What follows belongs to an exercise in optimizing a design on an open flow for small area and a short achievable clock period; a production flow would make more cautious choices. Where RTL was checked, it was by simulation tests only, not by an equivalence proof against the original. Function not checked in runs 2 to 4: the RTL went through the layout flow alone. Power is estimated from default activity; no workload was simulated.

==> flow/config.mk <==
export PLATFORM = sky130hd
export DESIGN_NAME = result_fifo_reader
export DESIGN_NICKNAME = result_fifo_reader
export VERILOG_FILES = /design/flow/design.v
export SDC_FILE = /design/flow/constraint.sdc
export NUM_CORES = 4
export LEC_CHECK = 0
export CAP_MARGIN = 20
export CORE_MARGIN = 2
export CORE_UTILIZATION = 40
export SETUP_SLACK_MARGIN = 0.3
export SLEW_MARGIN = 20
==> flow/constraint.sdc <==
create_clock -name core_clock -period 5.5 [get_ports {clock}]
set_input_delay 1.1000 -clock core_clock [delete_from_list [all_inputs] [get_ports {clock}]]
set_output_delay 1.1000 -clock core_clock [all_outputs]
set_load 0.01 [all_outputs]
==> flow/design.v <==
module result_fifo_reader #(
  parameter int RESULT_WIDTH = 32,
  parameter int DEPTH_LOG2   = 6,
  parameter int DROP_WIDTH   = 16
) (
  input  logic                    clock,
  input  logic                    resetn,
  input  logic [RESULT_WIDTH-1:0] result_data,
  input  logic                    result_wr_req,
  input  logic                    clear,
  output logic [RESULT_WIDTH-1:0] bus_rd_data,
  output logic                    bus_rd_valid,
  input  logic                    bus_rd_ready,
  output logic [DEPTH_LOG2:0]     fill_count,
  output logic                    full,
  output logic                    overflow,
  output logic [DROP_WIDTH-1:0]   drop_count
);
  localparam int                     DEPTH     = 1 << DEPTH_LOG2;
  localparam logic [DEPTH_LOG2:0]    DEPTH_CNT = {1'b1, {DEPTH_LOG2{1'b0}}};
  localparam logic [DEPTH_LOG2:0]    CNT_ONE   = {{DEPTH_LOG2{1'b0}}, 1'b1};
  localparam logic [DEPTH_LOG2-1:0]  PTR_ONE   = {{(DEPTH_LOG2-1){1'b0}}, 1'b1};
  localparam logic [DROP_WIDTH-1:0]  DROP_ONE  = {{(DROP_WIDTH-1){1'b0}}, 1'b1};
  logic [RESULT_WIDTH-1:0] mem_q [DEPTH];
  logic [DEPTH_LOG2-1:0]   wr_ptr_q, wr_ptr_d;
  logic [DEPTH_LOG2-1:0]   rd_ptr_q, rd_ptr_d;
  logic [DEPTH_LOG2:0]     count_q, count_d;
  logic                    ovf_q, ovf_d;
  logic [DROP_WIDTH-1:0]   drop_q, drop_d;
  logic                    wr_req_q;
  logic push, pop, is_full, accept, discard;
  assign push    = result_wr_req & ~wr_req_q;
  assign is_full = (count_q == DEPTH_CNT);
  assign pop     = bus_rd_valid & bus_rd_ready;
  assign accept  = push & (~is_full | pop);
  assign discard = push & is_full & ~pop;
  always_comb begin
    wr_ptr_d = wr_ptr_q;
    rd_ptr_d = rd_ptr_q;
    count_d  = count_q;
    ovf_d    = ovf_q;
    drop_d   = drop_q;
    if (clear) begin
      wr_ptr_d = '0;
      rd_ptr_d = '0;
      count_d  = '0;
      ovf_d    = 1'b0;
      drop_d   = '0;
    end else begin
      if (accept) wr_ptr_d = wr_ptr_q + PTR_ONE;
      if (pop)    rd_ptr_d = rd_ptr_q + PTR_ONE;
      case ({accept, pop})
        2'b10:   count_d = count_q + CNT_ONE;
        2'b01:   count_d = count_q - CNT_ONE;
        default: count_d = count_q;
      endcase
      if (discard) begin
        ovf_d = 1'b1;
        if (drop_q != '1) drop_d = drop_q + DROP_ONE;
      end
    end
  end
  always_ff @(posedge clock or negedge resetn) begin
    if (!resetn) begin
      wr_ptr_q <= '0;
      rd_ptr_q <= '0;
      count_q  <= '0;
      ovf_q    <= 1'b0;
      drop_q   <= '0;
      wr_req_q <= 1'b1;
    end else begin
      wr_ptr_q <= wr_ptr_d;
      rd_ptr_q <= rd_ptr_d;
      count_q  <= count_d;
      ovf_q    <= ovf_d;
      drop_q   <= drop_d;
      wr_req_q <= result_wr_req;
    end
  end
  always_ff @(posedge clock) begin
    if (accept && !clear) mem_q[wr_ptr_q] <= result_data;
  end
  assign bus_rd_valid = (count_q != '0);
  assign bus_rd_data  = bus_rd_valid ? mem_q[rd_ptr_q] : '0;
  assign fill_count   = count_q;
  assign full         = is_full;
  assign overflow     = ovf_q;
  assign drop_count   = drop_q;
endmodule
==> flow/run.sh <==
#!/bin/bash
# synth_recipe.tcl (not shown) runs the flow's synth.tcl, then flattens the netlist and writes it again
# the make line also repeats each setting of config.mk as NAME=value (left out here)
make -C /OpenROAD-flow-scripts/flow DESIGN_CONFIG=/design/flow/config.mk WORK_HOME=/design/flow/orfs CLKGATE_MAP_FILE= SYNTH_SCRIPT=/design/flow/synth_recipe.tcl finish
==> results of run 1 <==
[synth_stat cells, types with 7 or more instances]
| master | instances | share of area [%] |
|---|---|---|
| a211o_1 | 10 | 0.11 |
| nor4_1 | 9 | 0.070 |
| xnor2_1 | 17 | 0.18 |
| mux4_2 | 461 | 13 |
| inv_1 | 11 | 0.051 |
| edfxtp_1 | 2048 | 76 |
| a211oi_1 | 11 | 0.10 |
| buf_4 | 44 | 0.41 |
| o21ai_0 | 23 | 0.14 |
| nand3b_1 | 7 | 0.065 |
| mux2i_1 | 257 | 3.2 |
| buf_2 | 61 | 0.38 |
| a2111oi_0 | 14 | 0.15 |
| nand2_1 | 56 | 0.26 |
| nand3_1 | 34 | 0.21 |
| a22o_1 | 7 | 0.076 |
| a221oi_1 | 26 | 0.28 |
| buf_6 | 8 | 0.11 |
| o31ai_1 | 10 | 0.093 |
| a22oi_1 | 23 | 0.21 |
| dfrtp_1 | 36 | 1.1 |
| clkbuf_1 | 81 | 0.38 |
| a221o_1 | 12 | 0.15 |
| nor2_1 | 135 | 0.63 |
| mux2_2 | 41 | 0.57 |
| or3_1 | 10 | 0.077 |
| buf_1 | 21 | 0.098 |
| ha_1 | 8 | 0.12 |
| a21oi_1 | 23 | 0.14 |
| o22ai_1 | 39 | 0.30 |
| o221ai_1 | 37 | 0.40 |
[logic make-up after synthesis]
logic type | Yosys count | synth area share [%]
AO/OA/AOI/OAI | 263 | 2.472
XOR/XNOR | 23 | 0.2495
adder cells (fa/ha/maj) | 9 | 0.1488
buffers and inverters | 228 | 1.435
flip-flops | 2085 | 77.31
multiplexers | 760 | 16.63
AND/OR/NAND/NOR | 299 | 1.751
[power by group]
group          switching, uW  internal (uW)
Sequential              63.7          17500
Clock                   5970           7250
Combinational           3440           3260
[per-stage QoR]
| step | power, uW | instance area, um2 |
|---|---|---|
| 6_report | 37470 | 93920 |
| 5_1_grt | 38660 | 93910 |
| 4_1_cts | 37640 | 93600 |
| 3_5_place_dp | 24100 | 86440 |
| 3_3_place_gp | 24070 | 86380 |
| 2_1_floorplan | 21810 | 80760 |
[registers in the layout, indices dropped and copies added, names as in the netlist]
signal and count:
count_q 7, drop_q 16, mem_q 2048, ovf_q 1, rd_ptr_q 6, wr_ptr_q 6, wr_req_q 1
[final timing paths]
kind / cells after the start / startpoint / end
max in group asynchronous: 2 / resetn / rd_ptr_q[2]
hold reg to reg: 2 / ovf_q / ovf_q
setup reg to reg: 9 / count_q[3] / count_q[6]
hold / removal: 1 / resetn / drop_q[14]
min in group core_clock: 2 / ovf_q / ovf_q
setup / recovery: 8 / rd_ptr_q[3] / bus_rd_data[3]
[routing by layer]
| metal | vias to the layer above | GRT usage, % | wire length (um) |
|---|---|---|---|
| li1 | 16230 | - | - |
| met2 | 1898 | 34.01 | 106300 |
| met3 | 301 | 3.977 | 18540 |
| met1 | 21750 | 30.54 | 90840 |
| met5 | - | 0 | 41 |
| met4 | 6 | 6.136 | 5529 |
[cell type report]
cell class                 instances  area [um2]
clock inverter                   111       899.6
multi-input combinational       1354       18090
inverter                          12       46.29
fill                           16450      106400
tap                             2656        3323
sequential                      2085       62440
clock buffer                     261        5340
timing repair buffer             353        3759
antenna                            5       12.51
[repair_timing]
action,in CTS,in global routing
setup buffers,18,15
resized for setup,103,28
pin swaps,6,5
setup endpoints to repair,32,19
cloned,8,0
==> flow_summary.json, run 1 <==
{
  "gp_congestion": 0.8032,
  "worstPathRequired_ns": 4.40,
  "instances_no_fill": 6837,
  "slew_viol_final": 0,
  "holdWs_ns": 0.2336,
  "setup_ws_ns": 0.3245,
  "dr.first_iter.drc_count": 5193,
  "grtUsageTotal_pct": 21.49,
  "drv_cap": 0,
  "root_buffer": "clkbuf_16",
  "syn_area_per_cell_um2": 22.02,
  "detail-route-antenna-nets": 0,
  "rsz0062_at_grt": "yes",
  "yosys_warnings": 1,
  "ys_ff_latch": 2085,
  "layout.nets": 4056,
  "die_y_um": 453.3,
  "post-route-util_pct": 46.89,
  "tns_ns": 0,
  "crit_path_cell_trace": "clkinv_2 -> buf_12 -> buf_6 -> mux2_2 -> a221oi_2 -> o32ai_2 -> a32o_1 -> clkdlybuf4s50_1",
  "numClockSinks": 2085,
  "holdCritPathClass": "in -> async",
  "dp_slack_ns": 0.5255,
  "cp_num_buf_inv": 4,
  "crit_path_end_kind": "primary output",
  "setup_viol": 0,
  "cts_hold_buf": 0,
  "critPathSlowestCell": "clkdlybuf4s50_1",
  "hpwlAfterDp_mm": 124.7,
  "wl_per_cell_um": 32.36,
  "dr.pass1.iters": 5,
  "outcome": "complete, no violations",
  "synthFlopType": "edfxtp_1",
  "placed_cells": 6418,
  "final_common_cell": "edfxtp_1",
  "path_max_fanout": 37,
  "die_w_um": 453.3,
  "core_um2": 200300,
  "synth_edf_count": 2048,
  "grt_max_degree": 66,
  "cts_buffers": 204,
  "critPathLaunchType": "register",
  "ir_worst_vdd_v": 0.0003375,
  "vias": 40190,
  "cts_buffer_depth": 3,
  "cp.arrival_ns": 4.08,
  "async_flop_share_pct": 1.775,
  "synth-seq-area-share_pct": 77.31,
  "antenna_found_initial": 18,
  "post-route-drc-count": 0,
  "start_util_pct": 40.32,
  "min_period_ns": 5.175,
  "worstSetupPathType": "reg -> out",
  "grt_pass1_vias": 39710,
  "final-hold-violation-count": 0,
  "reg2reg_slack_ns": 1.78,
  "skew_ns": 0.04775,
  "cp_top_family": "buffers and inverters",
  "final_cell_mix": "2048 x edfxtp_1, 461 x mux4_2, 248 x mux2i_1",
  "pin_count": 95,
  "p_leak_uw": 0.02850,
  "cts_tree": "built",
  "clk_pin_slew_ns": 0.06,
  "synth_fp_nets": 3713,
  "timing.fmax_ghz": 0.1932,
  "drive_above_1_share_pct": 28.88,
  "htreeDepth": 4,
  "die_area_um2": 205500,
  "power.density_nw_per_um2": 399.0,
  "clock_latency_ns": 0.85,
  "syn_inst": 3667,
  "critPathMaxStageDelay_ns": 0.53,
  "post-route-period-util_pct": 94.10,
  "yosysUniqueCellTypes": 69,
  "synth_area_um2": 80740,
  "drt_wl_total_mm": 221.2,
  "grt_remaining_overflow": 0,
  "grt_pass1_wl_mm": 310.0,
  "port-buffer-count": 94,
  "tightest_slew_ns": 1.035,
  "post_drt_via_cell_ratio": 5.878,
  "area_delta_synth_final_pct": 16.31,
  "max-slew-margin-rel_pct": 30.38,
  "fp-row-count": 164
}
==> inputs of run 2 (changes only) <==
==> flow/design.v (replaced) <==
module result_fifo_reader #(
  parameter int RESULT_WIDTH = 32,
  parameter int DEPTH_LOG2   = 6,
  parameter int DROP_WIDTH   = 16
) (
  input  logic                    clock,
  input  logic                    resetn,
  input  logic [RESULT_WIDTH-1:0] result_data,
  input  logic                    result_wr_req,
  input  logic                    clear,
  output logic [RESULT_WIDTH-1:0] bus_rd_data,
  output logic                    bus_rd_valid,
  input  logic                    bus_rd_ready,
  output logic [DEPTH_LOG2:0]     fill_count,
  output logic                    full,
  output logic                    overflow,
  output logic [DROP_WIDTH-1:0]   drop_count
);
  localparam int                     DEPTH     = 1 << DEPTH_LOG2;
  localparam logic [DEPTH_LOG2:0]    CNT_ONE   = {{DEPTH_LOG2{1'b0}}, 1'b1};
  localparam logic [DROP_WIDTH-1:0]  DROP_ONE  = {{(DROP_WIDTH-1){1'b0}}, 1'b1};
  logic [RESULT_WIDTH-1:0] row_q [DEPTH];    
  logic [RESULT_WIDTH-1:0] head_d;
  logic [DEPTH-1:0]        used_q, used_d;   
  logic [DEPTH_LOG2:0]     count_q, count_d;
  logic                    valid_q, valid_d;
  logic                    full_q, full_d;
  logic                    ovf_q, ovf_d;
  logic [DROP_WIDTH-1:0]   drop_q, drop_d;
  logic                    wr_req_q;
  logic push, pop, accept, discard, grow, shrink, head_zero;
  logic [DEPTH:0] used;    
  assign used    = {1'b0, used_q};
  assign push    = result_wr_req & ~wr_req_q;
  assign pop     = valid_q & bus_rd_ready;
  assign accept  = push & (~full_q | pop);
  assign discard = push & full_q & ~pop;
  assign grow    = accept & ~pop;
  assign shrink  = pop & ~accept;
  always_comb begin
    count_d = count_q;
    used_d  = used_q;
    ovf_d   = ovf_q;
    drop_d  = drop_q;
    if (clear) begin
      count_d = '0;
      used_d  = '0;
      ovf_d   = 1'b0;
      drop_d  = '0;
    end else begin
      if (grow) begin
        count_d = count_q + CNT_ONE;
        used_d  = {used_q[DEPTH-2:0], 1'b1};
      end
      if (shrink) begin
        count_d = count_q - CNT_ONE;
        used_d  = {1'b0, used_q[DEPTH-1:1]};
      end
      if (discard) begin
        ovf_d = 1'b1;
        if (drop_q != '1) drop_d = drop_q + DROP_ONE;
      end
    end
  end
  assign valid_d = ~clear & (used_q[1] | (valid_q & ~bus_rd_ready) | push);
  assign full_d  = ~clear & (full_q ? ~shrink : (used_q[DEPTH-2] & grow));
  always_ff @(posedge clock) begin
    for (int i = 1; i < DEPTH; i++) begin
      if (pop) row_q[i] <= used[i+1] ? row_q[(i+1) % DEPTH] : result_data;
      else     row_q[i] <= used[i] ? row_q[i] : result_data;
    end
  end
  assign head_zero = ~valid_d;
  always_comb begin
    if (head_zero)  head_d = '0;
    else if (pop)   head_d = used[1] ? row_q[1] : result_data;
    else            head_d = used[0] ? row_q[0] : result_data;
  end
  always_ff @(posedge clock or negedge resetn) begin
    if (!resetn) begin
      row_q[0] <= '0;
      used_q   <= '0;
      count_q  <= '0;
      valid_q  <= 1'b0;
      full_q   <= 1'b0;
      ovf_q    <= 1'b0;
      drop_q   <= '0;
      wr_req_q <= 1'b1;
    end else begin
      row_q[0] <= head_d;
      used_q   <= used_d;
      count_q  <= count_d;
      valid_q  <= valid_d;
      full_q   <= full_d;
      ovf_q    <= ovf_d;
      drop_q   <= drop_d;
      wr_req_q <= result_wr_req;
    end
  end
  assign bus_rd_valid = valid_q;
  assign bus_rd_data  = row_q[0];
  assign fill_count   = count_q;
  assign full         = full_q;
  assign overflow     = ovf_q;
  assign drop_count   = drop_q;
endmodule
--- a/flow/config.mk
+++ b/flow/config.mk
@@ -7,2 +7,3 @@
 export LEC_CHECK = 0
+export ABC_CLOCK_PERIOD_IN_PS = 2500
 export CAP_MARGIN = 20
@@ -10,3 +11,3 @@
 export CORE_UTILIZATION = 40
-export SETUP_SLACK_MARGIN = 0.3
+export SETUP_SLACK_MARGIN = 3.0
 export SLEW_MARGIN = 20
==> flow_summary.json, run 2 <==
{
  "outcome": "complete, no violations",
  "reg2reg_slack_ns": 3.09,
  "numClockSinks": 2139,
  "grtUsageTotal_pct": 21.09,
  "critPathMaxStageDelay_ns": 0.51,
  "grt_pass1_wl_mm": 350.2,
  "timing.fmax_ghz": 0.3690,
  "ir_worst_vdd_v": 0.0002590,
  "start_util_pct": 40.14,
  "tightest_slew_ns": 1.069,
  "min_period_ns": 2.710,
  "pin_count": 95,
  "p_int_uw": 26370,
  "synthFlopType": "dfxtp_1",
  "pwr-share-seq_pct": 50.8,
  "grt_max_degree": 118,
  "gp_congestion": 0.8041,
  "cp_top_family": "flip-flops",
  "cp.arrival_ns": 1.61,
  "die_w_um": 448.4,
  "yosys-top-cells-area": "dfxtp_1 51%, nor2_1 19%, o22ai_1 16%, dfrtp_1 3.9%, clkbuf_1 2.6%",
  "top_register": "row_q",
  "fp-row-count": 163,
  "root_buffer": "clkbuf_16",
  "cp_num_buf_inv": 2,
  "yosys.area.top_type_share_pct": 51.09,
  "synth_common_cells": "4040 x nor2_1, 2016 x dfxtp_1, 1984 x o22ai_1, 543 x clkbuf_1, 230 x buf_2",
  "async_flop_share_pct": 5.750,
  "final_cell_mix": "4040 x nor2_1, 2016 x dfxtp_1, 1984 x o22ai_1",
  "clkPwrFrac_pct": 41.4,
  "vias": 65660,
  "holdCritPathClass": "reg -> reg",
  "power.density_nw_per_um2": 396.8,
  "ys_ff_latch": 2139,
  "cts_buffer_depth": 3,
  "dpl_cell_area_um2": 80380,
  "cts_buffers": 212,
  "synth_top_area_cell": "dfxtp_1",
  "critPathSlowestCell": "dfrtp_4",
  "drive_above_1_share_pct": 8.737,
  "grt_remaining_overflow": 0,
  "core_um2": 196800,
  "post_drt_via_cell_ratio": 5.423,
  "largest_registers": "row_q: 2048 flops, used_q: 64 flops, drop_q: 16 flops",
  "p_leak_uw": 0.03648,
  "crit_path_cell_trace": "buf_12 -> buf_6",
  "die_y_um": 448.4,
  "antenna_found_initial": 2,
  "detail-route-antenna-nets": 0,
  "clk_pin_slew_ns": 0.06,
  "max-slew-margin-rel_pct": 28.76,
  "syn_inst": 9705,
  "dp_slack_ns": 1.463,
  "largest_register_ff_count": 2048,
  "drv_cap": 0,
  "port-buffer-count": 94,
  "synth_fp_nets": 9745,
  "fillCellCount": 18930,
  "tns_ns": 0,
  "crit_path_end_kind": "primary output",
  "post-synth-top-count-cell": "nor2_1",
  "drt_wl_total_mm": 216.5,
  "combPwrFrac_pct": 7.8,
  "clock_latency_ns": 0.85,
  "grt_pass1_vias": 63930,
  "final_area_um2": 88830,
  "die_area_um2": 201100,
  "layout.nets": 9330,
  "post-route-period-util_pct": 49.27,
  "p_sw_share_pct": 25.19,
  "skew_ns": 0.03993,
  "setup_viol": 0,
  "synth_edf_count": 0,
  "worstPathRequired_ns": 4.40,
  "instances_no_fill": 12110,
  "hpwlAfterDp_mm": 135.7,
  "syn_area_per_cell_um2": 8.140,
  "slew_viol_final": 0,
  "htreeDepth": 4,
  "final-hold-violation-count": 0,
  "p_sw_uw": 8880,
  "placed_cells": 11640,
  "path_max_fanout": 3,
  "critPathLaunchType": "register",
  "rsz0062_at_grt": "yes",
  "worstSetupPathType": "reg -> out",
  "wl_per_cell_um": 17.88,
  "yosys_warnings": 2,
  "dr.pass1.iters": 6,
  "dr.first_iter.drc_count": 4906,
  "yosysUniqueCellTypes": 51,
  "setup_ws_ns": 2.790,
  "synth-seq-area-share_pct": 54.98,
  "final_common_cell": "nor2_1",
  "post-route-drc-count": 0,
  "area_delta_synth_final_pct": 12.44,
  "synth_area_um2": 79000,
  "cts_tree": "built"
}
## run 2: cells by family after synthesis
| group | after synthesis | share of synthesized area (%) |
|---|---|---|
| flops | 2139 | 54.98 |
| buf+inv | 933 | 4.913 |
| xor+xnor | 1 | 0.01109 |
| compound gates | 2186 | 17.93 |
| mux | 70 | 0.9455 |
| fa+ha+maj | 3 | 0.04752 |
| simple gates | 4373 | 21.17 |
## run 2: metrics by stage
step	power, uW	hold WS, ns	utilization, %
2_1_floorplan	19940	0.4409	-
3_3_place_gp	20770	0.4494	40.82
3_5_place_dp	20890	0.4594	40.84
4_1_cts	35510	0.4764	44.89
5_1_grt	36700	0.4946	45.13
6_report	35250	0.4715	45.14
## run 2: final cells by class
type	instances	area, um2	share of cell area (%)
Antenna cell	3	7.507	0.008451
Clock buffer	340	6570	7.396
Clock inverter	49	589.3	0.6634
Inverter	5	18.77	0.02113
Multi-Input combinational cell	6634	32420	36.50
Sequential cell	2139	43460	48.92
Tap cell	2640	3303	3.719
Timing Repair Buffer	298	2461	2.771
## run 2: power groups by stage
stage	clock [uW]	combinational, uW	sequential [uW]
floorplan	0	2100	17800
global placement	0	2560	18200
detailed placement	0	2660	18200
CTS	14900	2740	17900
global route	15500	3140	18000
finish	14600	2760	17900
## run 2: path summary, 6_finish.rpt
path	depth (start not counted)	startpoint	to
min	1	row_q[63][6]	row_q[63][6]
min in group asynchronous	2	resetn	row_q[0][11]
max reg2reg	10	valid_q	count_q[4]
max	2	valid_q	bus_rd_valid
min reg2reg	1	row_q[63][6]	row_q[63][6]
max in group asynchronous	3	resetn	used_q[27]
## run 2: per-layer routing
metal / share of wire [%] / up-vias / wire, um / track usage (%)
met1: 45 / 31290 / 97410 / 27.63
met4: 2.8 / 0 / 6032 / 7.012
met5: 0 / - / 0 / 0
met2: 48 / 1399 / 103600 / 35.74
li1: - / 32610 / - / -
met3: 4.4 / 363 / 9470 / 2.792
## run 2: what timing repair did
item | in CTS | in global routing
endpoints found under the hold margin | 6 | 0
endpoints found under the setup margin | 2086 | 1515
pin swaps | 1 | 3
hold buffers | 1 | 0
buffers inserted | 55 | 15
gates cloned | 2 | 0
resized for setup | 388 | 73
==> inputs of run 3 (changes only) <==
--- a/flow/config.mk
+++ b/flow/config.mk
@@ -10,3 +10,3 @@
 export CORE_MARGIN = 2
-export CORE_UTILIZATION = 40
+export CORE_UTILIZATION = 65
 export SETUP_SLACK_MARGIN = 3.0
==> flow_summary.json, run 3 <==
{
  "outcome": "complete, no violations",
  "cp_top_family": "flip-flops",
  "post_drt_via_cell_ratio": 6.202,
  "grt_max_degree": 98,
  "synth_edf_count": 0,
  "root_buffer": "clkbuf_16",
  "tns_ns": 0,
  "tightest_slew_ns": 1.149,
  "synth_adder_area_share_pct": 0.04751,
  "ys_ff_latch": 2139,
  "largest_registers": "row_q: 2048 flops, used_q: 64 flops, drop_q: 16 flops",
  "rsz0062_at_grt": "yes",
  "crit_path_cell_trace": "buf_2",
  "start_util_pct": 65.68,
  "dr.pass1.iters": 6,
  "p_leak_uw": 0.03626,
  "worst_r2r_endpoint": "row_q[0][15]",
  "muxShareOfSynthArea_pct": 0.9455,
  "regArea_um2": 43460,
  "detail-route-antenna-nets": 0,
  "vias": 68720,
  "drive_above_1_share_pct": 8.587,
  "area_delta_synth_final_pct": 9.924,
  "cp.arrival_ns": 1.52,
  "dpl_cell_area_um2": 79250,
  "dp_slack_ns": 1.468,
  "syn_area_per_cell_um2": 8.140,
  "worstReg2RegStart": "valid_q",
  "synth_fp_nets": 9745,
  "grt_pass1_vias": 63460,
  "drt_wl_total_mm": 233.5,
  "cts_tree": "built",
  "holdCritPathClass": "in -> async",
  "final-hold-violation-count": 0,
  "cp-startpoint": "valid_q",
  "yosys-top-cells-area": "dfxtp_1 51%, nor2_1 19%, o22ai_1 16%, dfrtp_1 3.9%, clkbuf_1 2.6%",
  "numClockSinks": 2139,
  "path_max_fanout": 5,
  "port-buffer-count": 94,
  "post-route-drc-count": 0,
  "cts_buffer_depth": 3,
  "max-slew-margin-rel_pct": 23.41,
  "skew_ns": 0.02834,
  "final_cell_mix": "4040 x nor2_1, 2016 x dfxtp_1, 1984 x o22ai_1",
  "synth_area_um2": 79000,
  "gp_congestion": 0.8904,
  "post-synth-top-count-cell": "nor2_1",
  "layout.nets": 9334,
  "wl_per_cell_um": 21.08,
  "worstSetupPathType": "reg -> out",
  "yosys_warnings": 2,
  "syn_inst": 9705,
  "synth_xor_area_share_pct": 0.01109,
  "htreeDepth": 4,
  "antenna_found_initial": 3,
  "synth-seq-area-share_pct": 54.98,
  "critPathMaxStageDelay_ns": 0.53,
  "setup_viol": 0,
  "slew_viol_final": 0,
  "synth_top_family_by_area": "simple AND/OR/NAND/NOR gates",
  "reg2reg_depth": 7,
  "crit_path_end_kind": "primary output",
  "ir_worst_vdd_v": 0.0003379,
  "drv_cap": 0,
  "clk_pin_slew_ns": 0.06,
  "grt_remaining_overflow": 0,
  "grtUsageTotal_pct": 36.42,
  "critPathLaunchType": "register",
  "cp_num_buf_inv": 1,
  "final_area_um2": 86840,
  "die_area_um2": 124300,
  "power.density_nw_per_um2": 400.8,
  "synth_common_cells": "4040 x nor2_1, 2016 x dfxtp_1, 1984 x o22ai_1, 543 x clkbuf_1, 230 x buf_2",
  "fillCellCount": 9537,
  "yosys.area.top_type_share_pct": 51.09,
  "pin_count": 95,
  "cts_buffers": 203,
  "min_period_ns": 2.618,
  "top_register": "row_q",
  "post-route-period-util_pct": 47.60,
  "synth-simple-area-share_pct": 21.17,
  "clock_latency_ns": 0.82,
  "yosysUniqueCellTypes": 51,
  "synth_compound_area_share_pct": 17.93,
  "worstPathRequired_ns": 4.40,
  "die_w_um": 352.6,
  "dr.first_iter.drc_count": 7107,
  "core_um2": 120300,
  "hpwlAfterDp_mm": 139.2,
  "final_common_cell": "nor2_1",
  "critPathSlowestCell": "dfrtp_4",
  "timing.fmax_ghz": 0.3819,
  "async_flop_share_pct": 5.750,
  "reg2reg_slack_ns": 3.02,
  "fp-row-count": 127,
  "synth_top_area_cell": "dfxtp_1",
  "setup_ws_ns": 2.882,
  "largest_register_ff_count": 2048,
  "cts_hold_buf": 0,
  "synthFlopType": "dfxtp_1",
  "grt_pass1_wl_mm": 362.9,
  "die_y_um": 352.6,
  "multi_input_comb_area_um2": 32110
}
[run 3: layout make-up]
type | count | share of cell area (%)
repair buffers | 309 | 2.824
clock inverters | 43 | 0.4812
diodes | 1 | 0.002882
well taps | 1612 | 2.323
multi-input cells | 6636 | 36.98
clock buffers | 336 | 7.318
flip-flops and latches | 2139 | 50.05
inverters | 5 | 0.02161
[run 3: power breakdown]
part,internal (uW),total (uW),switching (uW)
sequential,17000,18000,1030
clock,8020,14000,5980
combinational,1010,2820,1810
[run 3: metal layers]
layer	global-route usage [%]	vias up	wire (um)
met2	56.28	2950	103900
met5	0	-	0
met1	50.39	32650	98700
li1	-	32600	-
met3	6.463	516	21120
met4	15.45	0	9839
[run 3: cell families after synthesis]
| family | Yosys count |
|---|---|
| flip-flops | 2139 |
| AO/OA/AOI/OAI | 2186 |
| adder cells (fa/ha/maj) | 3 |
| buffers and inverters | 933 |
| XOR/XNOR | 1 |
| AND/OR/NAND/NOR | 4373 |
| multiplexers | 70 |
[run 3: what timing repair did]
action | 4_1_cts | 5_1_grt
pin swaps | 2 | 0
endpoints found under the setup margin | 1802 | 729
gates cloned | 3 | 0
setup buffers | 51 | 10
resized for setup | 372 | 41
[run 3: stage by stage]
stage | utilization (%) | instances | total power [uW] | hold slack [ns]
6_report | 72.19 | 11080 | 34810 | 0.3152
5_1_grt | 72.19 | 11080 | 35950 | 0.3539
4_1_cts | 72.00 | 11070 | 34790 | 0.3065
3_5_place_dp | 65.88 | 10640 | 20990 | 0.4600
3_3_place_gp | 65.84 | 10630 | 20840 | 0.4490
2_1_floorplan | - | 9705 | 19940 | 0.4409
[run 3: worst max path at each step]
stage / to / cells after the start
3_3_place_gp: count_q[4] / 9
5_1_grt: bus_rd_valid / 1
4_1_cts: bus_rd_valid / 1
6_report: bus_rd_valid / 1
3_5_place_dp: count_q[4] / 9
2_1_floorplan: count_q[4] / 11
==> inputs of run 4 (changes only) <==
--- a/flow/design.v
+++ b/flow/design.v
@@ -66,7 +66,23 @@
   assign full_d  = ~clear & (full_q ? ~shrink : (used_q[DEPTH-2] & grow));
+  logic [RESULT_WIDTH-1:0] stay_n [DEPTH+1];
+  logic                    pop_n;
+  logic [DEPTH-1:0]        used_n;
+  assign pop_n  = ~pop;
+  assign used_n = ~used_q;
+  for (genvar j = 0; j < DEPTH; j++) begin : g_stay
+    result_fifo_stay #(.W(RESULT_WIDTH)) u_stay (
+      .q(row_q[j]), .d(result_data), .used(used_q[j]), .used_n(used_n[j]),
+      .stay_n(stay_n[j])
+    );
+  end
+  assign stay_n[DEPTH] = ~result_data;
+  logic [RESULT_WIDTH-1:0] row_d [DEPTH];
+  for (genvar i = 0; i < DEPTH; i++) begin : g_pick
+    result_fifo_pick #(.W(RESULT_WIDTH)) u_pick (
+      .here_n(stay_n[i]), .above_n(stay_n[i+1]), .pop(pop), .pop_n(pop_n),
+      .next(row_d[i])
+    );
+  end
   always_ff @(posedge clock) begin
-    for (int i = 1; i < DEPTH; i++) begin
-      if (pop) row_q[i] <= used[i+1] ? row_q[(i+1) % DEPTH] : result_data;
-      else     row_q[i] <= used[i] ? row_q[i] : result_data;
-    end
+    for (int i = 1; i < DEPTH; i++) row_q[i] <= row_d[i];
   end
@@ -75,4 +91,3 @@
     if (head_zero)  head_d = '0;
-    else if (pop)   head_d = used[1] ? row_q[1] : result_data;
-    else            head_d = used[0] ? row_q[0] : result_data;
+    else            head_d = row_d[0];
   end
@@ -106 +121,23 @@
 endmodule
+module result_fifo_stay #(
+  parameter int W = 32
+) (
+  input  logic [W-1:0] q,
+  input  logic [W-1:0] d,
+  input  logic         used,
+  input  logic         used_n,
+  output logic [W-1:0] stay_n
+);
+  assign stay_n = ~((q | {W{used_n}}) & (d | {W{used}}));
+endmodule
+module result_fifo_pick #(
+  parameter int W = 32
+) (
+  input  logic [W-1:0] here_n,
+  input  logic [W-1:0] above_n,
+  input  logic         pop,
+  input  logic         pop_n,
+  output logic [W-1:0] next
+);
+  assign next = ~((above_n | {W{pop_n}}) & (here_n | {W{pop}}));
+endmodule
--- a/flow/config.mk
+++ b/flow/config.mk
@@ -13 +13,2 @@
 export SLEW_MARGIN = 20
+export SYNTH_HIERARCHICAL = 1
==> flow_summary.json, run 4 <==
{
  "outcome": "complete, no violations",
  "synthFlopType": "dfxtp_1",
  "critPathMaxStageDelay_ns": 0.55,
  "worstSetupPathType": "reg -> out",
  "syn_area_per_cell_um2": 10.39,
  "skew_ns": 0.01862,
  "multi_input_comb_area_um2": 28040,
  "worst_r2r_endpoint": "row_q[61][15]",
  "setup_viol": 0,
  "yosys.area.top_type_share_pct": 51.42,
  "hpwlAfterDp_mm": 129.3,
  "dr.pass1.iters": 8,
  "port-buffer-count": 94,
  "synth_top_area_cell": "dfxtp_1",
  "worstReg2RegStart": "valid_q",
  "dr.first_iter.drc_count": 10510,
  "cp.depth": 1,
  "synth-seq-area-share_pct": 55.34,
  "power.density_nw_per_um2": 437.9,
  "min_period_ns": 2.642,
  "regArea_um2": 43470,
  "cts_buffer_depth": 3,
  "grt_pass1_vias": 60240,
  "placed_cells": 8592,
  "synth_fp_nets": 7596,
  "grtUsageTotal_pct": 36.75,
  "grt_pass1_wl_mm": 364.6,
  "largest_register_ff_count": 2048,
  "area_delta_synth_final_pct": 6.577,
  "timing.fmax_ghz": 0.3785,
  "cp_num_buf_inv": 1,
  "die_area_um2": 123500,
  "htreeDepth": 4,
  "critPathSlowestCell": "dfrtp_2",
  "post-route-util_pct": 69.82,
  "n_antenna_cell": 0,
  "top_register": "row_q",
  "final_cell_mix": "4096 x o22ai_1, 2016 x dfxtp_1, 217 x clkbuf_16",
  "slew_viol_final": 0,
  "crit_path_cell_trace": "buf_6",
  "cp.arrival_ns": 1.54,
  "ys_ff_latch": 2139,
  "worstPathRequired_ns": 4.40,
  "detail-route-antenna-nets": 0,
  "crit_end": "bus_rd_data[21]",
  "die_w_um": 351.5,
  "synth_edf_count": 0,
  "final_common_cell": "o22ai_1",
  "finalPower_uw": 36630,
  "cts_tree": "built",
  "cp_top_family": "flip-flops",
  "clk_pin_slew_ns": 0.06,
  "path_max_fanout": 2,
  "reg2reg_depth": 5,
  "synth_area_um2": 78490,
  "wl_per_cell_um": 26.87,
  "cts_buffers": 204,
  "core_um2": 119800,
  "clock_latency_ns": 0.82,
  "max-slew-margin-rel_pct": 17.83,
  "setup_ws_ns": 2.858,
  "crit_path_end_kind": "primary output",
  "post_drt_via_cell_ratio": 7.648,
  "gp_congestion": 0.8274,
  "drv_cap": 0,
  "tightest_slew_ns": 1.233,
  "synth_common_cells": "4096 x o22ai_1, 2016 x dfxtp_1, 384 x buf_6, 269 x buf_2",
  "syn_inst": 7556,
  "vias": 69030,
  "async_flop_share_pct": 5.750,
  "root_buffer": "clkbuf_16",
  "rsz0062_at_grt": "yes",
  "layout.nets": 7285,
  "fp-row-count": 127,
  "reg2reg_slack_ns": 3.02,
  "yosysUniqueCellTypes": 47,
  "holdCritPathClass": "in -> async",
  "yosys_warnings": 12,
  "antenna_found_initial": 0,
  "yosys-top-cells-area": "dfxtp_1 51%, o22ai_1 33%, buf_6 5.5%, dfrtp_1 3.9%, buf_2 1.7%",
  "grt_remaining_overflow": 0,
  "start_util_pct": 65.51,
  "grt_max_degree": 240,
  "dp_slack_ns": 1.258,
  "drive_above_1_share_pct": 9.091,
  "p_leak_uw": 0.03109,
  "final-hold-violation-count": 0,
  "pin_count": 95,
  "cp-startpoint": "row_q[0][21]",
  "numClockSinks": 2139,
  "post-route-period-util_pct": 48.03,
  "fillCellCount": 9258,
  "post-route-drc-count": 0,
  "drt_wl_total_mm": 242.5,
  "critPathLaunchType": "register",
  "largest_registers": "row_q: 2048 flops, used_q: 64 flops, drop_q: 16 flops",
  "die_y_um": 351.5,
  "ir_worst_vdd_v": 0.0003705,
  "instances_no_fill": 9026,
  "post-synth-top-count-cell": "o22ai_1"
}
[run 4: power by group]
part | leakage (uW) | switching, uW | internal, uW
Combinational | 0.00901 | 2990 | 1460
Sequential | 0.0187 | 527 | 17400
Clock | 0.00342 | 5930 | 8340
Total | 0.0311 | 9450 | 27200
[run 4: kinds of logic after synthesis]
group,count (synthesis),synth area share (%)
AND/OR/NAND/NOR,304,1.760
AO/OA/AOI/OAI,4175,33.49
XOR/XNOR,21,0.2343
flip-flops,2139,55.34
adder cells (fa/ha/maj),3,0.04783
multiplexers,1,0.01275
buffers and inverters,913,9.109
[run 4: routing by layer]
metal | GRT usage [%] | wire length [um] | up-vias
met5 | 0 | 0 | -
met4 | 11.78 | 6823 | 0
met3 | 8.354 | 26780 | 437
met2 | 49.79 | 99850 | 3876
met1 | 57.15 | 109100 | 34490
li1 | - | - | 30230
[run 4: how the worst min path moves through the flow]
stage               cells past startpoint             to           from  slack, ns
floorplan                               2  row_q[10][30]  row_q[10][30]       0.49
global placement                        2  row_q[27][30]  row_q[27][30]       0.50
detailed placement                      2  row_q[42][30]  row_q[42][30]       0.52
CTS                                     1      drop_q[0]         resetn       0.32
global route                            1     used_q[19]         resetn       0.38
finish                                  1      drop_q[0]         resetn       0.34
[run 4: per-stage QoR]
step                      hold slack (ns)  instance area [um2]  TNS [ns]
after detailed placement           0.5150                76020         0
final                              0.3445                83650         0
after global routing               0.3794                83650         0
after global placement             0.5034                75910         0
after CTS                          0.3201                83310         0
after floorplan                    0.4914                78530   -429.45
[run 4: what timing repair did]
item,4_1_cts,5_1_grt
endpoints found under the hold margin,0,0
gates cloned,7,6
setup endpoints to repair,1979,1271
pin swaps,1,3
setup buffers,33,10
hold buffers,0,0
gates resized for setup,331,28
[run 4: final cells by class]
type                    instances  area share, %
well taps                    1612          2.411
multi-input cells            4509          33.52
flip-flops and latches       2139          51.96
inverters                     103         0.4951
repair inverters                2        0.02094
clock buffers                 324          7.588
repair buffers                286          3.346
clock inverters                51         0.6551
[run 4: worst register-to-register path, stage by stage (launching register included)]
cell and delay [ns]:
dfrtp_4 0.56, buf_8 0.19, nand2_8 0.20, buf_4 0.18, buf_12 0.62, o22ai_1 0.56
==> inputs of run 5 (changes only) <==
--- a/flow/design.v
+++ b/flow/design.v
@@ -31,6 +31,5 @@
   logic push, pop, accept, discard, grow, shrink, head_zero;
-  logic [DEPTH:0] used;    
-  assign used    = {1'b0, used_q};
+  logic                    empty_q;          
   assign push    = result_wr_req & ~wr_req_q;
-  assign pop     = valid_q & bus_rd_ready;
+  assign pop     = ~empty_q & bus_rd_ready;
   assign accept  = push & (~full_q | pop);
@@ -39,4 +38,16 @@
   assign shrink  = pop & ~accept;
+  logic [DEPTH_LOG2:0]   count_up, count_dn;
+  logic [DROP_WIDTH-1:0] drop_up;
+  logic                  sel_up, sel_dn, sel_keep;
+  result_fifo_step #(.W(DEPTH_LOG2 + 1)) u_count_step (
+    .q(count_q), .up(count_up), .dn(count_dn)
+  );
+  result_fifo_sat_inc #(.W(DROP_WIDTH)) u_drop_inc (.q(drop_q), .up(drop_up));
+  assign sel_up   = ~clear & grow;
+  assign sel_dn   = ~clear & shrink;
+  assign sel_keep = ~(clear | grow | shrink);
   always_comb begin
-    count_d = count_q;
+    count_d = ({(DEPTH_LOG2+1){sel_up}}   & count_up)
+            | ({(DEPTH_LOG2+1){sel_dn}}   & count_dn)
+            | ({(DEPTH_LOG2+1){sel_keep}} & count_q);
     used_d  = used_q;
@@ -45,3 +56,2 @@
     if (clear) begin
-      count_d = '0;
       used_d  = '0;
@@ -50,13 +60,7 @@
     end else begin
-      if (grow) begin
-        count_d = count_q + CNT_ONE;
-        used_d  = {used_q[DEPTH-2:0], 1'b1};
-      end
-      if (shrink) begin
-        count_d = count_q - CNT_ONE;
-        used_d  = {1'b0, used_q[DEPTH-1:1]};
-      end
+      if (grow)    used_d = {used_q[DEPTH-2:0], 1'b1};
+      if (shrink)  used_d = {1'b0, used_q[DEPTH-1:1]};
       if (discard) begin
-        ovf_d = 1'b1;
-        if (drop_q != '1) drop_d = drop_q + DROP_ONE;
+        ovf_d  = 1'b1;
+        drop_d = drop_up;
       end
@@ -64,3 +68,3 @@
   end
-  assign valid_d = ~clear & (used_q[1] | (valid_q & ~bus_rd_ready) | push);
+  assign valid_d = ~clear & (used_q[1] | (~empty_q & ~bus_rd_ready) | push);
   assign full_d  = ~clear & (full_q ? ~shrink : (used_q[DEPTH-2] & grow));
@@ -99,2 +103,3 @@
       valid_q  <= 1'b0;
+      empty_q  <= 1'b1;
       full_q   <= 1'b0;
@@ -108,2 +113,3 @@
       valid_q  <= valid_d;
+      empty_q  <= ~valid_d;
       full_q   <= full_d;
@@ -143 +149,19 @@
 endmodule
+module result_fifo_step #(
+  parameter int W = 7
+) (
+  input  logic [W-1:0] q,
+  output logic [W-1:0] up,
+  output logic [W-1:0] dn
+);
+  assign up = q + {{(W-1){1'b0}}, 1'b1};
+  assign dn = q - {{(W-1){1'b0}}, 1'b1};
+endmodule
+module result_fifo_sat_inc #(
+  parameter int W = 16
+) (
+  input  logic [W-1:0] q,
+  output logic [W-1:0] up
+);
+  assign up = (q == '1) ? q : q + {{(W-1){1'b0}}, 1'b1};
+endmodule
--- a/flow/config.mk
+++ b/flow/config.mk
@@ -10,3 +10,6 @@
 export CORE_MARGIN = 2
-export CORE_UTILIZATION = 65
+export CORE_UTILIZATION = 75
+export CTS_BUF_LIST = sky130_fd_sc_hd__clkbuf_8
+export CTS_CLUSTER_DIAMETER = 40
+export CTS_CLUSTER_SIZE = 20
 export SETUP_SLACK_MARGIN = 3.0
==> flow_summary.json, run 5 <==
{
  "pin_count": 95,
  "dr.first_iter.drc_count": 11340,
  "synth_edf_count": 0,
  "die_area_um2": 107400,
  "final_cell_mix": "4096 x o22ai_1, 2016 x dfxtp_1, 204 x clkbuf_8",
  "final-hold-violation-count": 0,
  "wl_per_cell_um": 25.80,
  "clock_latency_ns": 0.92,
  "top_register": "row_q",
  "async_flop_share_pct": 5.794,
  "vias": 68360,
  "ys_ff_latch": 2140,
  "htreeDepth": 4,
  "cp_top_family": "flip-flops",
  "post-synth-top-count-cell": "o22ai_1",
  "dr.pass1.iters": 6,
  "largest_register_ff_count": 2048,
  "gp_congestion": 0.8273,
  "min_period_ns": 2.666,
  "ir_worst_vdd_v": 0.0003834,
  "syn_inst": 7499,
  "worstPathRequired_ns": 4.40,
  "yosys_warnings": 12,
  "cp-startpoint": "ovf_q",
  "synth_area_um2": 78570,
  "post-route-util_pct": 77.77,
  "yosys-top-cells-area": "dfxtp_1 51%, o22ai_1 33%, buf_6 5.6%, dfrtp_1 3.9%, buf_2 1.7%",
  "placed_cells": 8275,
  "dp_slack_ns": 1.361,
  "holdCritPathClass": "in -> async",
  "cts_tree": "built",
  "max-slew-margin-rel_pct": 19.63,
  "critPathLaunchType": "register",
  "detail-route-antenna-nets": 0,
  "setup_ws_ns": 2.834,
  "crit_path_end_kind": "primary output",
  "grtUsageTotal_pct": 39.14,
  "cp.arrival_ns": 1.57,
  "critPathSlowestCell": "dfrtp_2",
  "cp_num_buf_inv": 1,
  "cts_buffer_depth": 3,
  "rsz0062_at_grt": "yes",
  "timing.fmax_ghz": 0.3752,
  "yosysUniqueCellTypes": 47,
  "slew_viol_final": 0,
  "post-route-drc-count": 0,
  "largest_registers": "row_q: 2048 flops, used_q: 64 flops, drop_q: 16 flops",
  "critPathMaxStageDelay_ns": 0.50,
  "drv_cap": 0,
  "area_delta_synth_final_pct": 2.586,
  "layout.nets": 7183,
  "core_um2": 103600,
  "grt_pass1_vias": 59720,
  "synth_top_area_cell": "dfxtp_1",
  "grt_remaining_overflow": 0,
  "post_drt_via_cell_ratio": 7.877,
  "outcome": "complete, no violations",
  "post-route-period-util_pct": 48.47,
  "synth-seq-area-share_pct": 55.32,
  "instances_no_fill": 8679,
  "grt_pass1_wl_mm": 345.2,
  "antenna_found_initial": 3,
  "die_w_um": 327.7,
  "worstSetupPathType": "reg -> out",
  "drive_above_1_share_pct": 8.976,
  "syn_area_per_cell_um2": 10.48,
  "grt_max_degree": 259,
  "tns_ns": 0,
  "worstReg2RegStart": "used_q[39]",
  "tightest_slew_ns": 1.206,
  "synth_fp_nets": 7539,
  "fp-row-count": 118,
  "port-buffer-count": 94,
  "root_buffer": "clkbuf_8",
  "skew_ns": 0.03394,
  "path_max_fanout": 2,
  "drt_wl_total_mm": 223.9,
  "power.density_nw_per_um2": 371.8,
  "die_y_um": 327.7,
  "numClockSinks": 2140,
  "yosys.area.top_type_share_pct": 51.37,
  "clk_pin_slew_ns": 0.12,
  "synth_common_cells": "4096 x o22ai_1, 2016 x dfxtp_1, 394 x buf_6, 271 x buf_2, 131 x buf_4",
  "hpwlAfterDp_mm": 115.6,
  "setup_viol": 0,
  "crit_path_cell_trace": "buf_6",
  "p_leak_uw": 0.02982,
  "start_util_pct": 75.81,
  "cts_buffers": 184,
  "final_common_cell": "o22ai_1",
  "finalPower_uw": 29960,
  "synthFlopType": "dfxtp_1"
}
[run 5: changes by cell type after synthesis, sizes merged, moves of 7 or more]
cell	delta
buf	+8
clkbuf	-11
nand2	-61
a311oi	-62
a22oi	+68
nor2	-81
a21oi	+72
a22o	+16
nand4	-7
[run 5: logic make-up after synthesis]
family,count (synthesis),synth area share [%]
xor gates and xnor gates,18,0.2006
and+or+nand+nor,155,1.024
DFF,2140,55.32
muxes,5,0.08599
adders and majority gates,3,0.04778
AOI/OAI and AO/OA,4269,34.13
buffers and inverters,909,9.192
[run 5: layout make-up]
cell class,count,area (um2)
repair inverters,1,16.27
diodes,2,5.005
repair buffers,259,2688
fillers,7177,23040
clock buffers,204,2808
inverters,102,416.7
multi-input cells,4455,27950
well taps,1380,1727
clock inverters,136,1505
flip-flops and latches,2140,43490
[run 5: path summary, 6_finish.rpt]
check                           cells after the start  slack (ns)            end
min in group core_clock                             2        0.55   row_q[61][5]
max in group asynchronous                           2        4.17     count_q[3]
worst max-delay path                                1        2.83       overflow
worst max register to register                      4        3.07  row_q[39][13]
worst min-delay path                                1        0.24      drop_q[7]
worst min register to register                      2        0.55   row_q[61][5]
[run 5: what timing repair did]
item | 4_1_cts | 5_1_grt
endpoints found under the setup margin | 1982 | 1286
hold buffers | 0 | 0
setup buffers | 33 | 9
resized for setup | 305 | 15
cloned | 12 | 4
[run 5: metal layers]
metal / GRT usage, % / up-vias / part of all wire [%]
met5: 0 / - / 0
met4: 12.25 / 0 / 2.8
met3: 7.434 / 407 / 12
met2: 52.34 / 4406 / 41
met1: 62.95 / 33600 / 44
li1: - / 29950 / -
[run 5: metrics by stage]
step	hold WS [ns]	cell area, um2
after global routing	0.2370	80600
after CTS	0.2048	80260
after detailed placement	0.5302	75430
final	0.2362	80600
after global placement	0.5205	75410
after floorplan	0.5103	78610
[run 5: power breakdown]
part | switching (uW) | internal (uW) | total [uW] | leakage (uW)
clock | 5930 | 4310 | 10200 | 0.00222
sequential | 336 | 16700 | 17000 | 0.0187
combinational | 1770 | 910 | 2680 | 0.00892
==> inputs of run 6 (changes only) <==
--- a/flow/config.mk
+++ b/flow/config.mk
@@ -10,6 +10,6 @@
 export CORE_MARGIN = 2
-export CORE_UTILIZATION = 75
+export CORE_UTILIZATION = 65
 export CTS_BUF_LIST = sky130_fd_sc_hd__clkbuf_8
-export CTS_CLUSTER_DIAMETER = 40
-export CTS_CLUSTER_SIZE = 20
+export CTS_CLUSTER_DIAMETER = 50
+export CTS_CLUSTER_SIZE = 16
 export SETUP_SLACK_MARGIN = 3.0
==> flow_summary.json, run 6 <==
{
  "grt_remaining_overflow": 0,
  "tns_ns": 0,
  "dr.pass1.iters": 6,
  "top_register": "row_q",
  "gp_congestion": 0.8049,
  "regArea_um2": 43490,
  "top_usage_layer": "met2",
  "grt_pass1_wl_mm": 345.0,
  "yosys-top-cells-area": "dfxtp_1 51%, o22ai_1 33%, buf_6 5.6%, dfrtp_1 3.9%, buf_2 1.7%",
  "yosysUniqueCellTypes": 47,
  "post-synth-top-count-cell": "o22ai_1",
  "critPathMaxStageDelay_ns": 0.50,
  "synth_fp_nets": 7539,
  "largest_register_ff_count": 2048,
  "multi_input_comb_area_um2": 27900,
  "post-route-util_pct": 67.01,
  "grt_pass1_vias": 60200,
  "cp-startpoint": "ovf_q",
  "ir_worst_vdd_v": 0.0003600,
  "antenna_found_initial": 1,
  "drv_cap": 0,
  "holdCritPathClass": "in -> async",
  "timing.fmax_ghz": 0.3723,
  "drt_wl_total_mm": 222.2,
  "cts_hold_buf": 0,
  "cts_buffer_depth": 3,
  "reg2reg_slack_ns": 3.14,
  "cp_top_family": "flip-flops",
  "post_drt_via_cell_ratio": 7.568,
  "die_w_um": 351.7,
  "skew_ns": 0.02632,
  "yosys_warnings": 12,
  "critPathSlowestCell": "dfrtp_2",
  "post-route-drc-count": 0,
  "p_leak_uw": 0.02971,
  "final_common_cell": "o22ai_1",
  "grt_max_degree": 262,
  "port-buffer-count": 94,
  "async_flop_share_pct": 5.794,
  "drive_above_1_share_pct": 8.480,
  "slew_viol_final": 0,
  "max-slew-margin-rel_pct": 25.33,
  "power.density_nw_per_um2": 358.4,
  "detail-route-antenna-nets": 0,
  "synth_top_area_cell": "dfxtp_1",
  "cp.depth": 1,
  "worstPathRequired_ns": 4.40,
  "cts_tree": "built",
  "synth-seq-area-share_pct": 55.32,
  "cts_buffers": 171,
  "crit_path_end_kind": "primary output",
  "grtUsageTotal_pct": 33.77,
  "numClockSinks": 2140,
  "critPathLaunchType": "register",
  "dr.first_iter.drc_count": 9386,
  "die_area_um2": 123700,
  "synth_edf_count": 0,
  "min_period_ns": 2.686,
  "path_max_fanout": 2,
  "cp.arrival_ns": 1.59,
  "crit_end": "overflow",
  "fillCellCount": 9776,
  "fp-row-count": 127,
  "synthFlopType": "dfxtp_1",
  "htreeDepth": 4,
  "tightest_slew_ns": 1.119,
  "dp_slack_ns": 1.557,
  "synth_common_cells": "4096 x o22ai_1, 2016 x dfxtp_1, 394 x buf_6, 271 x buf_2, 131 x buf_4",
  "hpwlAfterDp_mm": 116.4,
  "pin_count": 95,
  "synth_area_um2": 78570,
  "final_cell_mix": "4096 x o22ai_1, 2016 x dfxtp_1, 198 x clkbuf_8",
  "grtUsageMet3_pct": 4.325,
  "clk_pin_slew_ns": 0.10,
  "worst_r2r_endpoint": "row_q[46][27]",
  "setup_ws_ns": 2.814,
  "outcome": "complete, no violations",
  "final-hold-violation-count": 0,
  "die_y_um": 351.7,
  "post-route-period-util_pct": 48.83,
  "reg2reg_depth": 4,
  "cp_num_buf_inv": 1,
  "ys_ff_latch": 2140,
  "root_buffer": "clkbuf_8",
  "grtUsageMet2_pct": 50.55,
  "syn_inst": 7499,
  "layout.nets": 7195,
  "largest_registers": "row_q: 2048 flops, used_q: 64 flops, drop_q: 16 flops",
  "clock_latency_ns": 0.94,
  "use_met1_pct": 50.18,
  "syn_area_per_cell_um2": 10.48,
  "area_delta_synth_final_pct": 2.325,
  "setup_viol": 0,
  "start_util_pct": 65.49,
  "vias": 67190,
  "wl_per_cell_um": 25.02,
  "crit_path_cell_trace": "buf_6",
  "yosys.area.top_type_share_pct": 51.37,
  "rsz0062_at_grt": "yes",
  "worstSetupPathType": "reg -> out",
  "worstReg2RegStart": "used_q[46]",
  "core_um2": 120000
}
run 6: cell types whose count changed in the layout (fill, tap and decap cells not counted), moves of 4 or more:
cell      before  now
inv_8         30    1
inv_6         35    8
buf_4        154  174
clkinv_8      14    2
inv_2          2   11
clkinv_1       3   10
buf_8          4   10
clkbuf_8     204  198
clkinv_2       8   14
buf_6         36   41
inv_1        107  103
run 6: per-stage QoR:
stage,hold WS (ns),cells,cell area [um2],power (uW)
after global placement,0.5213,8523,75770,19700
after detailed placement,0.5296,8527,75850,19810
final,0.1128,8878,80400,28810
after CTS,0.05159,8845,79910,28790
after global routing,0.08585,8878,80400,29790
after floorplan,0.5103,7499,78610,19100
run 6: layout make-up:
type / count / share of cell area [%]
Antenna cell: 2 / 0.006225
Clock buffer: 198 / 3.390
Clock inverter: 84 / 1.008
Inverter: 102 / 0.5369
Multi-Input combinational cell: 4450 / 34.70
Sequential cell: 2140 / 54.09
Tap cell: 1612 / 2.509
Timing Repair Buffer: 289 / 3.737
Timing Repair inverter: 1 / 0.02023
run 6: cells by family after synthesis:
logic type / count (synthesis) / share of synthesized area, %
AOI/OAI and AO/OA: 4269 / 34.13
DFF: 2140 / 55.32
buffers and inverters: 909 / 9.192
and+or+nand+nor: 155 / 1.024
xor gates and xnor gates: 18 / 0.2006
muxes: 5 / 0.08599
adders and majority gates: 3 / 0.04778
run 6: timing repair:
action                                   CTS  global route
gates cloned                               8             4
endpoints found under the setup margin  1637          1696
buffers inserted                          28            19
gates resized for setup                  317            14
run 6: routing by layer:
layer  part of all wire [%]  wire length, um  vias up
li1                       -                -    29850
met1                     45           100800    33710
met2                     44            98210     3264
met3                    7.4            16390      367
met4                    3.0             6728        0
met5                      0                0        -
run 6: worst min path at each step:
stage,to,cells past startpoint
floorplan,row_q[10][30],2
detailed placement,row_q[62][15],2
global route,used_q[57],1
finish,used_q[62],1
global placement,row_q[53][7],2
CTS,used_q[61],1
run 6: report_power, final:
part | total [uW] | internal [uW] | switching, uW
Sequential | 17000 | 16700 | 321
Combinational | 2600 | 912 | 1680
Clock | 9190 | 3950 | 5230
==> inputs of run 7 (changes only) <==
==> flow/flow/run.sh (new file) <==
#!/bin/bash
# The standard layout (the standard.sh, standard synthesis included), with one
# change: the port buffers that buffer_ports inserts are buf_4 cells instead of the
# slow delay cell it picks by itself, so the resizer starts from a fast buffer.
set -euo pipefail
export BUFFER_PORTS_ARGS="-buffer_cell sky130_fd_sc_hd__buf_4"
bash standard.sh > standard.log 2>&1
==> flow/standard.sh (new file) <==
#!/bin/bash
# synth_recipe.tcl (not shown) runs the flow's synth.tcl, then flattens the netlist and writes it again
# the make line also repeats each setting of config.mk as NAME=value (left out here)
make -C /OpenROAD-flow-scripts/flow DESIGN_CONFIG=/design/flow/config.mk WORK_HOME=/design/flow/orfs CLKGATE_MAP_FILE= SYNTH_SCRIPT=/design/flow/synth_recipe.tcl "${@:-finish}"
--- a/flow/config.mk
+++ b/flow/config.mk
@@ -14,3 +14,3 @@
 export CTS_CLUSTER_SIZE = 16
-export SETUP_SLACK_MARGIN = 3.0
+export SETUP_SLACK_MARGIN = 3.15
 export SLEW_MARGIN = 20
removed: flow/run.sh
==> flow_summary.json, run 7 <==
{
  "numClockSinks": 2140,
  "combPwrFrac_pct": 9.0,
  "p_sw_share_pct": 25.03,
  "antenna_found_initial": 1,
  "syn_area_per_cell_um2": 10.48,
  "grt_pass1_wl_mm": 349.5,
  "synth_top_area_cell": "dfxtp_1",
  "setup_viol": 0,
  "layout.nets": 7198,
  "fillCellCount": 9727,
  "vias": 66870,
  "ir_worst_vdd_v": 0.0003944,
  "dr.pass1.iters": 6,
  "grtUsageTotal_pct": 34.28,
  "gp_congestion": 0.8098,
  "final_cell_mix": "4096 x o22ai_1, 2016 x dfxtp_1, 190 x clkbuf_8",
  "yosys.area.top_type_share_pct": 51.37,
  "tns_ns": 0,
  "cts_buffers": 172,
  "tightest_slew_ns": 1.120,
  "worst_r2r_endpoint": "count_q[1]",
  "rsz0062_at_grt": "yes",
  "critPathSlowestCell": "dfrtp_2",
  "start_util_pct": 65.49,
  "synth-seq-area-share_pct": 55.32,
  "instances_no_fill": 8881,
  "dr.first_iter.drc_count": 9369,
  "syn_inst": 7499,
  "p_sw_uw": 7296,
  "holdCritPathClass": "in -> async",
  "outcome": "complete, no violations",
  "reg2reg_depth": 5,
  "crit_path_cell_trace": "buf_6",
  "drv_cap": 0,
  "drt_wl_total_mm": 225.3,
  "critPathMaxStageDelay_ns": 0.49,
  "worstPathRequired_ns": 4.40,
  "async_flop_share_pct": 5.794,
  "cts_tree": "built",
  "synth_common_cells": "4096 x o22ai_1, 2016 x dfxtp_1, 394 x buf_6, 271 x buf_2, 131 x buf_4",
  "worstSetupPathType": "reg -> out",
  "pin_count": 95,
  "clock_latency_ns": 0.93,
  "final-hold-violation-count": 0,
  "ys_ff_latch": 2140,
  "grt_pass1_vias": 60330,
  "worstReg2RegStart": "empty_q",
  "htreeDepth": 4,
  "min_period_ns": 2.671,
  "largest_registers": "row_q: 2048 flops, used_q: 64 flops, drop_q: 16 flops",
  "slew_viol_final": 0,
  "post-route-util_pct": 67.28,
  "post-route-period-util_pct": 48.57,
  "p_leak_uw": 0.02978,
  "placed_cells": 8527,
  "yosys_warnings": 12,
  "post-route-drc-count": 0,
  "p_int_uw": 21850,
  "power.density_nw_per_um2": 361.1,
  "wl_per_cell_um": 25.37,
  "cp_num_buf_inv": 1,
  "cp_top_family": "flip-flops",
  "cp.arrival_ns": 1.57,
  "grt_remaining_overflow": 0,
  "yosys-top-cells-area": "dfxtp_1 51%, o22ai_1 33%, buf_6 5.6%, dfrtp_1 3.9%, buf_2 1.7%",
  "core_um2": 120000,
  "pwr-share-seq_pct": 58.4,
  "grt_max_degree": 267,
  "cts_buffer_depth": 3,
  "synth_fp_nets": 7539,
  "yosysUniqueCellTypes": 47,
  "largest_register_ff_count": 2048,
  "synth_edf_count": 0,
  "post-synth-top-count-cell": "o22ai_1",
  "top_register": "row_q",
  "clkPwrFrac_pct": 32.6,
  "max-slew-margin-rel_pct": 25.27,
  "root_buffer": "clkbuf_8",
  "crit_path_end_kind": "primary output",
  "setup_ws_ns": 2.829,
  "path_max_fanout": 2,
  "reg2reg_slack_ns": 3.19,
  "hpwlAfterDp_mm": 117.0,
  "dp_slack_ns": 1.610,
  "detail-route-antenna-nets": 0,
  "critPathLaunchType": "register",
  "clk_pin_slew_ns": 0.09,
  "timing.fmax_ghz": 0.3744,
  "die_w_um": 351.7,
  "port-buffer-count": 94,
  "drive_above_1_share_pct": 8.489,
  "synth_area_um2": 78570,
  "die_area_um2": 123700,
  "post_drt_via_cell_ratio": 7.530,
  "die_y_um": 351.7,
  "skew_ns": 0.03002,
  "area_delta_synth_final_pct": 2.728,
  "final_common_cell": "o22ai_1",
  "fp-row-count": 127,
  "synthFlopType": "dfxtp_1"
}
run 7: area by class of cell:
cell class,instances,area [um2],share of cell area [%]
sequential,2140,43490,53.88
multi-input combinational,4454,27940,34.61
timing repair buffer,282,3112,3.855
clock buffer,190,2615,3.240
tap,1612,2017,2.499
clock inverter,94,1062,1.316
inverter,102,424.2,0.5255
timing repair inverter,6,57.56,0.07131
antenna,1,2.502,0.003100
run 7: how the worst max path moves through the flow:
| stage | end | cells after the start | start |
|---|---|---|---|
| floorplan | used_q[63] | 7 | bus_rd_ready |
| global placement | row_q[54][19] | 6 | bus_rd_ready |
| detailed placement | used_q[50] | 7 | bus_rd_ready |
| CTS | overflow | 1 | ovf_q |
| global route | overflow | 1 | ovf_q |
| finish | overflow | 1 | ovf_q |
run 7: power groups by stage:
stage	sequential (uW)	clock, uW	combinational [uW]
after global routing	17100	10200	2800
after CTS	17000	9600	2510
final	17000	9500	2620
after global placement	17300	0	2360
after detailed placement	17400	0	2430
after floorplan	17300	0	1800
run 7: per-stage QoR:
stage               power [uW]  hold slack [ns]  instance area (um2)
floorplan                19100           0.5103                78610
global placement         19710           0.5207                75650
detailed placement       19810           0.5299                75740
CTS                      29130          0.04984                80290
global route             30120          0.09154                80710
finish                   29150          0.09125                80710
run 7: cells by family (layout without fill, tap and decap cells):
family	count (synthesis)	after routing	synth area share [%]
mux	5	5	0.08599
other cells	0	1	0
flops	2140	2140	55.32
simple gates	155	159	1.024
xor+xnor	18	18	0.2006
fa+ha+maj	3	3	0.04778
compound gates	4269	4269	34.13
buf+inv	909	674	9.192
run 7: timing repair:
item | CTS | global route
gates resized for setup | 101 | 16
setup buffers | 32 | 10
pin swaps | 1 | 1
hold buffers | 0 | 0
gates cloned | 12 | 7
endpoints found under the setup margin | 2137 | 853
run 7: metal layers:
metal  share of wire, %  wire [um]  vias up  global-route usage [%]
met5                  0          0        -                       0
met4                3.0       6681        0                   11.85
met3                7.5      16910      320                   4.778
met2                 44      98910     3159                   50.72
met1                 46     102800    33510                   51.25
li1                   -          -    29880                       -

[static timing again, ports no longer ideal]
The results above use ideal ports. As a check the final layouts listed here were re-extracted and re-timed, cells and wires unchanged. Step 1 assumes that a clkbuf_16 drives the clock port and a buf_2 every other input. Step 2 moves the port delays by t, midway between the first and last clock arrival at a register: inputs arrive t later, outputs are due t later. That takes back most of the time a late clock gives input paths. Three values: ideal, step 1, step 2; two values: the first two.
run	shift t [ns]	setup slack, ns	hold WS [ns]	clock arrival spread, ns	worst register clock-pin slew, ns
run 1	0.917	0.325 / 0.240 / 0.695	0.234 / 0.172 / 0.520	0.068 / 0.068	0.07 / 0.07
run 2	0.916	2.790 / 2.708 / 2.238	0.471 / 0.471 / 0.471	0.050 / 0.050	0.07 / 0.07
run 3	0.891	2.882 / 2.799 / 2.193	0.315 / 0.272 / 0.474	0.030 / 0.030	0.07 / 0.07
run 4	0.899	2.858 / 2.776 / 2.140	0.345 / 0.305 / 0.528	0.025 / 0.025	0.07 / 0.07
run 5	0.978	2.834 / 2.759 / 2.229	0.236 / 0.203 / 0.553	0.049 / 0.050	0.12 / 0.12
run 6	1.007	2.814 / 2.735 / 2.068	0.113 / 0.074 / 0.553	0.042 / 0.042	0.11 / 0.11
run 7	0.992	2.829 / 2.753 / 2.438	0.091 / 0.101 / 0.552	0.037 / 0.037	0.11 / 0.11
After both steps every run listed still meets setup and hold. For run 6, which loses most, drivers alone change the setup slack by -0.079 ns; drivers and shift together by -0.746 ns.
